From an optimization exercise on the open Yosys and OpenROAD flow, aimed at small area, a short achievable clock period and few clock cycles per item; shortcuts taken in it are not production practice.
Power figures rest on the tool's default switching activity, not on a simulated workload. No driver is modelled on the clock port, so clocking that relies on it looks cheaper here than on a real chip.

// byte_memory_ctrl
module byte_memory_ctrl #(
    parameter int    DEPTH     = 64,
    parameter int    ADDR_W    = 32,
    parameter int    LATENCY   = 1
) (
    input  logic              clk,
    input  logic              rst_n,
    input  logic              req_valid,
    output logic              req_ready,
    input  logic              req_write,
    input  logic [1:0]        req_size,
    input  logic              req_unsigned,
    input  logic [ADDR_W-1:0] req_addr,
    input  logic [31:0]       req_wdata,
    output logic              resp_valid,
    output logic              resp_err,
    output logic [31:0]       resp_rdata
);
Settings: LEC_CHECK=0, CAP_MARGIN=20, CORE_MARGIN=2, CORE_UTILIZATION=40, CTS_CLUSTER_DIAMETER=200, CTS_CLUSTER_SIZE=30, GPL_ROUTABILITY_DRIVEN=1, PLACE_DENSITY=0.55, SLEW_MARGIN=20; clock period 10.0 ns.
standard.sh (not shown) runs the stock make flow with config.mk's settings and CLKGATE_MAP_FILE= SYNTH_SCRIPT=/design/flow/synth_recipe.tcl, a recipe that flattens the netlist after the stock synthesis.
==> flow/flow/run.sh <==
#!/bin/bash
# Standard ORFS layout (the standard.sh) with:
#  - a tighter timing-repair target (the clock period and constraints are unchanged),
#  - the smallest buffer on every port (repair upsizes the ones that need it),
#  - clock tree synthesis without dummy balancing loads.
export SETUP_SLACK_MARGIN=7
export BUFFER_PORTS_ARGS="-buffer_cell sky130_fd_sc_hd__buf_1"
export CTS_ARGS="-sink_clustering_enable -repair_clock_nets -sink_clustering_size 30 -sink_clustering_max_diameter 200 -dont_use_dummy_load"
bash standard.sh > standard.log 2>&1
Edit:
- CORE_UTILIZATION: 40 -> 50
- PLACE_DENSITY: 0.55 -> 0.65
After rerunning: The new run ran to the end with no violations; non-clock buffer count went down by 4; worst setup slack got worse by 0.016 ns; final area is lower by 0.75%; synthesized area is unchanged.
Function was not checked in any run of this note: the RTL went through the layout flow alone.

* * *

Setup of v44:
Another version of the RTL of byte_memory_ctrl (not shown whole).
Size in the first run: roughly 1,600 cells after synthesis, roughly 110 I/O pins, about 24,000 um^2 of cells after synthesis.
## byte_memory_ctrl
module byte_memory_ctrl #(
    parameter int    DEPTH     = 64,
    parameter int    ADDR_W    = 32,
    parameter int    LATENCY   = 1
) (
    input  logic              clk,
    input  logic              rst_n,
    input  logic              req_valid,
    output logic              req_ready,
    input  logic              req_write,
    input  logic [1:0]        req_size,
    input  logic              req_unsigned,
    input  logic [ADDR_W-1:0] req_addr,
    input  logic [31:0]       req_wdata,
    output logic              resp_valid,
    output logic              resp_err,
    output logic [31:0]       resp_rdata
);
clock: 10.0 ns
lec_check: 0
cap_margin: 20
core_margin: 2
core_utilization: 50
cts_cluster_diameter: 200
cts_cluster_size: 30
gpl_routability_driven: 1
place_density: 0.65
slew_margin: 20
==> flow/flow/run.sh <==
#!/bin/bash
# Standard ORFS layout (the standard.sh), with a tighter timing-repair
# target and small port buffers. Clock period and constraints are unchanged.
export SETUP_SLACK_MARGIN=7
export BUFFER_PORTS_ARGS="-buffer_cell sky130_fd_sc_hd__buf_1"
cp standard.sh standard_sh_copy.txt
bash standard.sh > standard.log 2>&1
[inputs] v24 vs v44
-- flow/flow/run.sh --
<<< v44, line 4
export SETUP_SLACK_MARGIN=7
>>> v24, line 4
export SETUP_SLACK_MARGIN=7.3
-- flow/config.mk --
<<< v44, line 11
export CTS_CLUSTER_DIAMETER = 200
>>> v24, line 11
export CTS_CLUSTER_DIAMETER = 60
Findings:
Compared with v44, in v24 global-route wire length before repair lower; area growth from synthesis to layout higher; first-pass iteration count of the detailed router lower; number of rows in the core area level. v24 vs. v44: routed via count went up by 187. v24 vs v44 — clock buffer instance count of the final layout dropped by a few percent. Against v44, v24 comes in 23% higher on peak ir drop on the vdd network. Summary of v24 over v44: share of final layout cell area taken by non-clock buffers now larger, count of fill cells added during filler insertion now smaller. v24 — final clock period utilization by the worst path 0.15 points lower, v44 as reference. Largest net degree at the start of global routing: v24 and v44 compared, higher one is v44.
The following lists how v30 was set up differently from v24:
-- flow/flow/run.sh --
<<< v24, line 4
export SETUP_SLACK_MARGIN=7.3
>>> v30, line 4
export SETUP_SLACK_MARGIN=7
Findings:
v30 ended up with a lower global-route track usage on met1 than v24 did.
Summary of v30 over v24: sequential fraction of total cell area up 1.1 points, number of post-CTS setup repair buffers -7, routed wire length went up, total power fell 1.4%.
Static leakage power for v30: 0.00021 uW down relative to v24
No functional check of the RTL was part of any run of this note.

## static timing again, ports no longer ideal
How much do the figures lean on ideal ports? The routed layouts below were timed once more, with nothing changed but the port constraints. Step 1, drivers: a clkbuf_16 drives clk and a buf_2 each remaining input, both assumed. Step 2 also shifts input and output timing later by t, the mid clock arrival at the registers, as if the neighbouring blocks saw the same clock. Slacks: ideal / step 1 / step 2; pairs: ideal / step 1.
| run | t (ns) | slack for setup (ns) | latest minus earliest clock arrival (ns) | worst data-port slew with drivers (ns) | pins driven straight from the clock port |
|---|---|---|---|---|---|
| the first run of note 1 | 0.613 | 6.906 / 6.850 / 6.582 | 0.069 / 0.070 | 0.04 | 1 |
| the second run of note 1 | 0.613 | 6.890 / 6.831 / 6.676 | 0.089 / 0.089 | 0.09 | 1 |
| v44 | 0.638 | 6.948 / 6.891 / 6.629 | 0.050 / 0.050 | 0.06 | 1 |
| v24 | 0.653 | 6.964 / 6.906 / 6.634 | 0.027 / 0.027 | 0.04 | 1 |
| v30 | 0.631 | 6.960 / 6.918 / 6.580 | 0.033 / 0.032 | 0.06 | 1 |
After both steps setup and hold are still met in every run listed. For v30, which loses most, drivers alone change the setup slack by -0.042 ns; drivers and shift together by -0.380 ns.
